What follows belongs to an exercise in optimizing a design on an open flow for small area, a short achievable clock period and few clock cycles; a production flow would make more cautious choices.
Only simulation tests tie the RTL to the original design; equivalence was not proved.

== lane 1 ==
==> flow/design.v (excerpt) <==
module radix_number_string_parser_unit #(
  parameter int VALUE_BITS    = 48,
  parameter int FRACTION_BITS = 16
) (
  input  logic                  clk_i,
  input  logic                  rst_ni,
  input  logic                  cfg_we_i,
  input  logic [5:0]            cfg_data_i,
  input  logic                  in_valid_i,
  output logic                  in_ready_o,
  input  logic [7:0]            char_code_i,
  input  logic                  is_last_i,
  output logic                  out_valid_o,
  input  logic                  out_ready_i,
  output logic [2:0]            status_o,
  output logic signed [VALUE_BITS-1:0] value_o
);
For scale: roughly 4000 cells after synthesis, about 370 flip-flops, roughly 73 I/O pins, roughly 37000 um^2 of cells after synthesis.
clock: 10.0 ns
lec_check: 0
abc_clock_period_in_ps: 5000
cap_margin: 20
core_margin: 2
core_utilization: 50
place_density: 0.7
setup_slack_margin: 4.4
slew_margin: 20
run.sh (not shown) runs the stock make flow with config.mk's settings and CLKGATE_MAP_FILE= SYNTH_SCRIPT=/design/flow/synth_recipe.tcl, a recipe that flattens the netlist after the stock synthesis.
Testbench counts of lane 1, summed over its fixed seeds: cycles 5,608.
For lane 2, these inputs were changed with respect to lane 1:
--- a/flow/design.v
+++ b/flow/design.v
@@ -130,31 +130,35 @@
         rm = t[5:0];
       end
     end
     div4 = {rm, q};
   endfunction
   logic [5:0]  r_q;
+  logic [5:0]  rxn_q;     
+  logic [5:0]  rx;
   logic [6:0]  r3_q;
   logic [5:0]  rm9_q;
   logic [5:0]  nsat_q;
   logic [5:0]  c_q;
   logic        p2_q;
   logic [5:0]  cfg_eff;
   logic [12:0] cfg_info;
   assign cfg_eff  = eff_radix(cfg_data_i);
   assign cfg_info = radix_info(cfg_eff);
   always_ff @(posedge clk_i or negedge rst_ni) begin
     if (!rst_ni) begin
       r_q    <= 6'd10;
+      rxn_q  <= ~6'd10;
       r3_q   <= 7'd30;
       rm9_q  <= 6'd1;
       nsat_q <= 6'd15;
       c_q    <= 6'd2;
       p2_q   <= 1'b0;
     end else if (cfg_we_i) begin
       r_q    <= cfg_eff;
+      rxn_q  <= ~cfg_eff;
       r3_q   <= {cfg_eff, 1'b0} + {1'b0, cfg_eff};
       rm9_q  <= (cfg_eff > 6'd9) ? cfg_eff - 6'd9 : 6'd0;
       nsat_q <= cfg_info[5:0];
       c_q    <= cfg_info[11:6];
       p2_q   <= cfg_info[12];
     end
@@ -223,12 +227,13 @@
   logic [5:0]  n_q, k_q;
   logic [1:0]  phase_q;
   logic        point_q, neg_q, fresh_q;
   logic        mh_q;
   logic [5:0]  wc6_q;
   logic [2:0]  ck_q, ck_cnt_q;
+  logic        ck_mul_q;      
   logic        ck_last_q;
   logic        pa_v_q;
   logic [2:0]  pa_op_q;
   logic        pa_hi_q, pa_mul_q;
   logic [29:0] pa_p_q;
   logic [2:0]  pa_err_q;
@@ -254,16 +259,17 @@
   logic [5:0]  dmul;
   logic [23:0] w_in;
   logic [29:0] prod_d, prod_r;
   logic        big, big_q;
   logic [47:0] w_step;
   assign ck_idle = (ck_q == CK_IDLE);
-  assign dmul    = (ck_q == CK_MUL) ? value_q[5:0] : h_dv;
+  assign dmul    = ck_mul_q ? value_q[5:0] : h_dv;
   assign w_in    = wm_q;
   assign prod_d  = w_in * dmul;
-  assign prod_r  = w_in * r_q + {24'd0, mh_q ? wc6_q : 6'd0};
+  assign rx      = ~rxn_q;
+  assign prod_r  = w_in * rx + {24'd0, mh_q ? wc6_q : 6'd0};
   assign big     = big_q;
   assign w_step  = mh_q ? {prod_r[23:0], w_q[23:0]} : {18'd0, prod_r};
   logic ch_go;      
   logic dig_lo;     
   logic drec_go, drec_lo;
   logic mul_go, mul_lo;
@@ -271,13 +277,13 @@
   assign dig_lo  = h_dig && !fresh_q && !sat && big && !mh_q;
   assign ch_go   = ck_idle && h_v_q && p_ready;
   assign adv     = ch_go && !dig_lo;
   assign pop     = adv;
   assign drec_go = (ck_q == CK_DREC) && (k_q != 6'd0);
   assign drec_lo = drec_go && big && !mh_q;
-  assign mul_go  = (ck_q == CK_MUL) && p_ready;
+  assign mul_go  = ck_mul_q && p_ready;
   assign mul_lo  = mul_go && big && !mh_q;
   logic       dnz;
   logic       vpnt;
   logic       pchk;
   logic       cchk;
   logic [2:0] cerr;
@@ -396,12 +402,13 @@
   always_ff @(posedge clk_i or negedge rst_ni) begin
     if (!rst_ni) begin
       fresh_q   <= 1'b1;
       mh_q      <= 1'b0;
       ck_q      <= CK_IDLE;
       ck_cnt_q  <= 3'd0;
+      ck_mul_q  <= 1'b0;
       ck_last_q <= 1'b0;
       pa_v_q    <= 1'b0;
     end else begin
       if (adv) begin
         fresh_q <= h_last;
       end
@@ -424,20 +431,22 @@
             ck_q <= CK_WAIT;
           end
         end
         CK_WAIT: begin
           if (!pa_v_q || a_go) begin
             ck_q     <= CK_MUL;
+            ck_mul_q <= 1'b1;
             ck_cnt_q <= 3'd0;
           end
         end
         CK_MUL: begin
           if (mul_go && !mul_lo) begin
             ck_cnt_q <= ck_cnt_q + 3'd1;
             if (ck_cnt_q == 3'd7) begin
-              ck_q <= CK_RES;
+              ck_q     <= CK_RES;
+              ck_mul_q <= 1'b0;
             end
           end
         end
         default: begin
           if (p_ready) begin
             ck_q <= CK_IDLE;
[summary]
Across both runs, count of flip-flops and latches was higher for lane 2 than for lane 1. Looking at capture point of the critical path, the wm_q[3] result is from lane 1; the big_q one comes from lane 2. Lane 1 -> lane 2: adder-cell share of the synthesized area flat. Number of iterations in the first detailed-routing pass in lane 2 vs lane 1: down 2. Lane 2 against lane 1: total number of multi-input combinational cells +about 1.8%; worst-case setup margin in the final layout decreased 0.049 ns; post-synthesis share of cell area spent on xor and xnor gates was more or less identical.
Testbench counts of lane 2, summed over its fixed seeds: cycles 5,608.

==> separate check: timing with driven ports <==
The results above use ideal ports. As a check the final layouts listed here were re-extracted and re-timed, cells and wires unchanged. Step 1: set_driving_cell puts a clkbuf_16 on clk_i and a buf_2 on each other input, an assumption about the parent block. Step 2 adds t to the input delays and takes it off the output delays; t is the mean of the earliest and latest rising clock arrival at the registers after step 1. Input paths then give back, and output paths get back, about the clock's delay inside the block. Three values: no drivers, after step 1, after step 2; two values: the first two.
run	t (ns)	slack for setup (ns)	slew at the worst register clock pin (ns)
lane 1	0.660	4.525 / 4.525 / 4.103	0.08 / 0.08
lane 2	0.657	4.476 / 4.476 / 3.972	0.07 / 0.07
After both steps every run listed still meets setup and hold. The setup slack of lane 2, which loses most, moves by 0.000 ns with the drivers and by -0.504 ns with both steps.
